This design comes from an exercise in tuning for small area on the open sky130 flow, not from production work.
Function was checked by simulation only, so behaviour that the tests miss may differ from the original.

==> build 20 <==
==> flow/design.v (excerpt) <==
module id_stage (
  input  logic        clk_i,
  input  logic        rst_ni,
  input  logic [31:0] fetch_instr_i,
  input  logic [31:0] fetch_pc_i,
  input  logic        instr_new_i,
  input  logic        branch_decision_i,
  input  logic        ex_valid_i,
  input  logic        lsu_valid_i,
  input  logic        lsu_load_err_i,
  input  logic [31:0] regfile_wdata_ex_i,
  input  logic [31:0] regfile_wdata_lsu_i,
  output logic [4:0]  ex_alu_op_o,
  output logic [31:0] ex_operand_a_o,
  output logic [31:0] ex_operand_b_o,
  output logic        lsu_req_o,
  output logic        lsu_we_o,
  output logic [1:0]  lsu_size_o,
  output logic        lsu_sign_ext_o,
  output logic [31:0] lsu_wdata_o,
  output logic        id_ready_o,
  output logic        pc_set_o,
  output logic        instr_ret_o,
  output logic        illegal_insn_o
);
Settings: LEC_CHECK=0, CAP_MARGIN=20, CORE_MARGIN=2, CORE_UTILIZATION=72, GPL_TIMING_DRIVEN=0, SETUP_SLACK_MARGIN=0.3, SLEW_MARGIN=20, SYNTH_HIERARCHICAL=1, PRE_RESIZE_TCL=/design/flow/flow/pre_resize.tcl, BUFFER_PORTS_ARGS=-buffer_cell sky130_fd_sc_hd__buf_1, CTS_ARGS=-sink_clustering_enable -repair_clock_nets -buf_list sky130_fd_sc_hd__clkbuf_8 -sink_clustering_size 16 -sink_clustering_max_diameter 50 -dont_use_dummy_load, REMOVE_ABC_BUFFERS=1; clock period 8.0 ns.
standard.sh (not shown) runs the stock make flow with config.mk's settings and CLKGATE_MAP_FILE= SYNTH_SCRIPT=/design/flow/synth_recipe.tcl, a recipe that flattens the netlist after the stock synthesis.
==> flow/flow/run.sh <==
#!/bin/bash
# Standard ORFS layout with these changes:
#  - port buffers are buf_1 instead of the default buffer cell,
#  - nets with a fanout of 20 or more get an x2 AND-type driver or one buf_2
#    before repair_design,
#  - CTS uses clkbuf_8 with larger sink clusters and no dummy loads,
#  - synthesis buffers are removed at floorplan.
set -euo pipefail
W=$(pwd)
cat >> config.mk <<EOM
export PRE_RESIZE_TCL = $W/flow/pre_resize.tcl
export BUFFER_PORTS_ARGS = -buffer_cell sky130_fd_sc_hd__buf_1
export CTS_ARGS = -sink_clustering_enable -repair_clock_nets -buf_list sky130_fd_sc_hd__clkbuf_8 -sink_clustering_size 16 -sink_clustering_max_diameter 50 -dont_use_dummy_load
export REMOVE_ABC_BUFFERS = 1
EOM
bash standard.sh finish > standard.log 2>&1
==> flow/flow/pre_resize.tcl <==
# High-fanout signal nets: an AND-type driver is swapped for its x2 size;
# any other driver gets one buf_2 next to it. This keeps repair_design from
# building trees of large buffers for these nets.
set fo_min 20
set upsize {and2_1 and2_2 and3_1 and3_2 a22o_1 a22o_2 a21o_1 a21o_2 or2_1 or2_2 or3_1 or3_2}
set n_up 0
set n_buf 0
foreach net [get_nets *] {
  set name [get_property $net name]
  if { $name == "clk_i" } { continue }
  set loads [get_pins -of_objects $net -filter "direction==input"]
  set drv [get_pins -of_objects $net -filter "direction==output"]
  if { [llength $loads] < $fo_min || [llength $drv] != 1 } { continue }
  set inst [[sta::sta_to_db_pin $drv] getInst]
  set master [string map {sky130_fd_sc_hd__ ""} [[$inst getMaster] getName]]
  set i [lsearch -exact $upsize $master]
  if { $i >= 0 && $i % 2 == 0 } {
    replace_cell [$inst getName] sky130_fd_sc_hd__[lindex $upsize [expr {$i + 1}]]
    incr n_up
  } else {
    set loc [$inst getLocation]
    insert_buffer -buffer_cell sky130_fd_sc_hd__buf_2 -net $name \
      -location [list [expr {[lindex $loc 0] / 1000.0}] [expr {[lindex $loc 1] / 1000.0}]]
    incr n_buf
  }
}
puts "pre_resize: upsized $n_up and buffered $n_buf high-fanout nets"
==> build 18 (differences from build 20) <==
--- a/flow/design.v
+++ b/flow/design.v
@@ -67,29 +67,17 @@
 module id_rf_aoi222 (
   input  logic a0, b0, a1, b1, a2, b2,
   output logic y
 );
   assign y = ~((a0 & b0) | (a1 & b1) | (a2 & b2));
 endmodule
-module id_rf_and2 (
-  input  logic a, b,
-  output logic y
-);
-  assign y = a & b;
-endmodule
-module id_rf_and3 (
-  input  logic a, b, c,
-  output logic y
-);
-  assign y = a & b & c;
-endmodule
-module id_rf_ao22 (
+module id_rf_aoi22 (
   input  logic a0, b0, a1, b1,
   output logic y
 );
-  assign y = (a0 & b0) | (a1 & b1);
+  assign y = ~((a0 & b0) | (a1 & b1));
 endmodule
 module id_rf_nand2 (
   input  logic a, b,
   output logic y
 );
   assign y = ~(a & b);
@@ -103,64 +91,38 @@
 module id_rf_nand4 (
   input  logic a, b, c, d,
   output logic y
 );
   assign y = ~(a & b & c & d);
 endmodule
-module id_rf_ao2111 (
-  input  logic a0, b0, c, d, e,
-  output logic y
-);
-  assign y = (a0 & b0) | c | d | e;
-endmodule
 module id_rf_or3 (
   input  logic a, b, c,
   output logic y
 );
   assign y = a | b | c;
 endmodule
 module id_rf_column (
-  input  logic [31:1] sel_i,
-  input  logic [31:1] data_i,
-  input  logic        extra_sel_i,
-  input  logic        extra_i,
+  input  logic [31:0] sel_i,
+  input  logic [31:0] data_i,
   output logic        y_o
 );
   logic [10:0] t;
-  logic [2:0]  p;
   for (genvar g = 0; g < 10; g++) begin : g_aoi
     id_rf_aoi222 u_aoi (
       .a0 (sel_i[3*g+1]), .b0 (data_i[3*g+1]),
       .a1 (sel_i[3*g+2]), .b1 (data_i[3*g+2]),
       .a2 (sel_i[3*g+3]), .b2 (data_i[3*g+3]),
       .y  (t[g])
     );
   end
-  id_rf_nand2 u_nand_31 (.a(sel_i[31]), .b(data_i[31]), .y(t[10]));
-  id_rf_nand4  u_nand_0 (.a(t[0]), .b(t[1]), .c(t[2]), .d(t[3]), .y(p[0]));
-  id_rf_nand4  u_nand_1 (.a(t[4]), .b(t[5]), .c(t[6]), .d(t[7]), .y(p[1]));
-  id_rf_nand3  u_nand_2 (.a(t[8]), .b(t[9]), .c(t[10]), .y(p[2]));
-  id_rf_ao2111 u_or     (.a0(extra_sel_i), .b0(extra_i), .c(p[0]), .d(p[1]), .e(p[2]),
-                         .y(y_o));
-endmodule
-module id_rf_column31 (
-  input  logic [31:1] sel_i,
-  input  logic [31:1] data_i,
-  output logic        y_o
-);
-  logic [10:0] t;
-  logic [2:0]  p;
-  for (genvar g = 0; g < 10; g++) begin : g_aoi
-    id_rf_aoi222 u_aoi (
-      .a0 (sel_i[3*g+1]), .b0 (data_i[3*g+1]),
-      .a1 (sel_i[3*g+2]), .b1 (data_i[3*g+2]),
-      .a2 (sel_i[3*g+3]), .b2 (data_i[3*g+3]),
-      .y  (t[g])
-    );
-  end
-  id_rf_nand2 u_nand_31 (.a(sel_i[31]), .b(data_i[31]), .y(t[10]));
+  id_rf_aoi22 u_aoi_last (
+    .a0 (sel_i[31]), .b0 (data_i[31]),
+    .a1 (sel_i[0]),  .b1 (data_i[0]),
+    .y  (t[10])
+  );
+  logic [2:0] p;
   id_rf_nand4 u_nand_0 (.a(t[0]), .b(t[1]), .c(t[2]), .d(t[3]), .y(p[0]));
   id_rf_nand4 u_nand_1 (.a(t[4]), .b(t[5]), .c(t[6]), .d(t[7]), .y(p[1]));
   id_rf_nand3 u_nand_2 (.a(t[8]), .b(t[9]), .c(t[10]), .y(p[2]));
   id_rf_or3   u_or     (.a(p[0]), .b(p[1]), .c(p[2]), .y(y_o));
 endmodule
 `timescale 1ns/1ns
@@ -385,42 +347,25 @@
   id_pkg::word_t regfile_wdata;
   logic [31:1]   valid_q;
   logic [31:1]   we_dec;
   logic [31:0]   sel_a;
   logic [31:0]   sel_b;
   logic [31:0]   rf_bit [32];   
-  logic wd_lsu, wd_ex;
-  assign wd_lsu = (ctrl.rf_wd_sel == id_pkg::RF_WD_LSU);
-  assign wd_ex  = ~wd_lsu;
-  for (genvar b = 0; b < 32; b++) begin : g_wdata
-    id_rf_ao22 u_wd (
-      .a0 (wd_lsu), .b0 (regfile_wdata_lsu_i[b]),
-      .a1 (wd_ex),  .b1 (regfile_wdata_ex_i[b]),
-      .y  (regfile_wdata[b])
-    );
-  end
-  logic [7:0] w_hi, a_hi, b_hi;
-  logic [3:0] w_lo, a_lo, b_lo;
+  assign regfile_wdata = (ctrl.rf_wd_sel == id_pkg::RF_WD_LSU) ? regfile_wdata_lsu_i
+                                                               : regfile_wdata_ex_i;
   always_comb begin
-    for (int j = 0; j < 8; j++) begin
-      w_hi[j] = regfile_we && (ctrl.waddr[4:2] == j[2:0]);
-      a_hi[j] = (ctrl.op_a_sel == id_pkg::OP_A_REG) && (ctrl.raddr_a[4:2] == j[2:0]);
-      b_hi[j] = (ctrl.raddr_b[4:2] == j[2:0]);
-    end
-    for (int k = 0; k < 4; k++) begin
-      w_lo[k] = (ctrl.waddr[1:0] == k[1:0]);
-      a_lo[k] = (ctrl.raddr_a[1:0] == k[1:0]);
-      b_lo[k] = (ctrl.raddr_b[1:0] == k[1:0]);
+    we_dec = '0;
+    sel_a  = '0;
+    sel_b  = '0;
+    for (int i = 1; i < 32; i++) begin
+      we_dec[i] = regfile_we && (ctrl.waddr == i[4:0]);
+      sel_a[i]  = valid_q[i] && (ctrl.raddr_a == i[4:0]) &&
+                  (ctrl.op_a_sel == id_pkg::OP_A_REG);
+      sel_b[i]  = valid_q[i] && (ctrl.raddr_b == i[4:0]);
     end
-  end
-  assign sel_a[0] = (ctrl.op_a_sel == id_pkg::OP_A_PC);
-  assign sel_b[0] = 1'b0;
-  for (genvar i = 1; i < 32; i++) begin : g_dec
-    id_rf_and2 u_we (.a(w_hi[i/4]), .b(w_lo[i%4]), .y(we_dec[i]));
-    id_rf_and3 u_sel_a (.a(a_hi[i/4]), .b(a_lo[i%4]), .c(valid_q[i]), .y(sel_a[i]));
-    id_rf_and3 u_sel_b (.a(b_hi[i/4]), .b(b_lo[i%4]), .c(valid_q[i]), .y(sel_b[i]));
+    sel_a[0] = (ctrl.op_a_sel == id_pkg::OP_A_PC);
   end
   always_ff @(posedge clk_i or negedge rst_ni) begin
     if (!rst_ni) begin
       valid_q <= '0;
     end else begin
       valid_q <= valid_q | we_dec;
@@ -438,21 +383,19 @@
     end
   end
   id_pkg::word_t rdata_b;
   id_pkg::word_t imm_b;
   for (genvar b = 0; b < 32; b++) begin : g_col
     id_rf_column u_col_a (
-      .sel_i       (sel_a[31:1]),
-      .data_i      (rf_bit[b][31:1]),
-      .extra_sel_i (sel_a[0]),
-      .extra_i     (fetch_pc_i[b]),
-      .y_o         (ex_operand_a_o[b])
+      .sel_i  (sel_a),
+      .data_i ({rf_bit[b][31:1], fetch_pc_i[b]}),
+      .y_o    (ex_operand_a_o[b])
     );
-    id_rf_column31 u_col_b (
-      .sel_i  (sel_b[31:1]),
-      .data_i (rf_bit[b][31:1]),
+    id_rf_column u_col_b (
+      .sel_i  (sel_b),
+      .data_i ({rf_bit[b][31:1], 1'b0}),
       .y_o    (rdata_b[b])
     );
   end
   always_comb begin
     case (ctrl.imm_b_sel)
       id_pkg::IMM_I:    imm_b = imm.i;
==> flow/run.sh (new file) <==
#!/bin/bash
# synth_recipe.tcl (not shown) runs the flow's synth.tcl, then flattens the netlist and writes it again
# the make line also repeats each setting of config.mk as NAME=value (left out here)
make -C /OpenROAD-flow-scripts/flow DESIGN_CONFIG=/design/flow/config.mk WORK_HOME=/design/flow/orfs CLKGATE_MAP_FILE= SYNTH_SCRIPT=/design/flow/synth_recipe.tcl finish
Settings changed: BUFFER_PORTS_ARGS -buffer_cell sky130_fd_sc_hd__buf_1 to not set, CORE_UTILIZATION 72 to 40, CTS_ARGS -sink_clustering_enable -repair_clock_nets -buf_list sky130_fd_sc_hd__clkbuf_8 -sink_clustering_size 16 -sink_clustering_max_diameter 50 -dont_use_dummy_load to not set, GPL_TIMING_DRIVEN 0 to not set, PRE_RESIZE_TCL /design/flow/flow/pre_resize.tcl to not set, REMOVE_ABC_BUFFERS 1 to not set.
removed: flow/flow/run.sh
removed: flow/flow/pre_resize.tcl
removed: flow/standard.sh
==> build 77 (differences from build 20) <==
==> flow/flow/run.sh (replaced) <==
#!/bin/bash
# Standard ORFS layout with these changes:
#  - port buffers are buf_1 instead of the default buffer cell,
#  - nets with a fanout of 20 or more get an x2 AND-type driver or one buf_2
#    before repair_design,
#  - CTS uses clkbuf_4 with larger sink clusters and no dummy loads,
#  - synthesis buffers are removed at floorplan.
set -euo pipefail
W=$(pwd)
cat >> config.mk <<EOM
export PRE_RESIZE_TCL = $W/flow/pre_resize.tcl
export BUFFER_PORTS_ARGS = -buffer_cell sky130_fd_sc_hd__buf_1
export CTS_ARGS = -sink_clustering_enable -repair_clock_nets -buf_list sky130_fd_sc_hd__clkbuf_4 -sink_clustering_size 10 -sink_clustering_max_diameter 35 -dont_use_dummy_load
export REMOVE_ABC_BUFFERS = 1
EOM
bash standard.sh finish > standard.log 2>&1
Settings changed: CTS_ARGS -sink_clustering_enable -repair_clock_nets -buf_list sky130_fd_sc_hd__clkbuf_8 -sink_clustering_size 16 -sink_clustering_max_diameter 50 -dont_use_dummy_load to -sink_clustering_enable -repair_clock_nets -buf_list sky130_fd_sc_hd__clkbuf_4 -sink_clustering_size 10 -sink_clustering_max_diameter 35 -dont_use_dummy_load.
==> impl_summary.log <==
INFO  metric outcome = timing/DRC/antenna clean
INFO  metric routed-wl-met3 = 30.1 mm
INFO  metric final.period_utilization = 0.916
INFO  metric critical_path_cell_count = 10
INFO  metric period_minus_slack = 7.32 ns
INFO  metric hold_path_startpoint = valid_q[17]
INFO  metric postSynthAreaPerCell = 17.4 µm²
The numbers above come from build 77.

==> impl_summary.log <==
INFO  metric outcome = timing/DRC/antenna clean
INFO  metric final.period_utilization = 0.980
INFO  metric postSynthAreaPerCell = 17.4 µm²
INFO  metric hold_path_startpoint = valid_q[13]
The numbers above come from build 18.

==> impl_summary.log <==
INFO  metric critical_path_cell_count = 9
INFO  metric outcome = timing/DRC/antenna clean
INFO  metric post-place-cells = 3,365
INFO  metric final.period_utilization = 0.916
INFO  metric hold_path_startpoint = valid_q[6]
INFO  metric postSynthAreaPerCell = 17.4 µm²
INFO  metric period_minus_slack = 7.33 ns
The numbers above come from build 20.

separate check: timing with driven ports:
The results above use ideal ports. As a check the final layouts listed here were re-extracted and re-timed, cells and wires unchanged.
Step 1 (the two cells are an assumption about what drives the block):
set clk [get_ports {clk_i}]
set_driving_cell -lib_cell sky130_fd_sc_hd__clkbuf_16 $clk
set_driving_cell -lib_cell sky130_fd_sc_hd__buf_2 [delete_from_list [all_inputs] $clk]
Step 2 times the ports against the registers' clock, not the clock port: input delays grow and output delays shrink by t, the midpoint of the rising clock arrivals with the driver on.
Slacks: ideal / step 1 / step 2; pairs: ideal / step 1.
run	shift t [ns]	slack for setup (ns)	worst hold slack (ns)
build 20	0.757	0.670 / 0.567 / 0.567	0.481 / 0.481 / 0.481
build 18	0.768	0.159 / -0.042 / -0.042	0.482 / 0.482 / 0.482
build 77	1.063	0.676 / 0.600 / 0.600	0.489 / 0.489 / 0.489
With both steps, setup timing fails in build 18, where it was met with ideal ports. For build 18, which loses most, drivers alone change the setup slack by -0.201 ns; drivers and shift together by -0.201 ns.
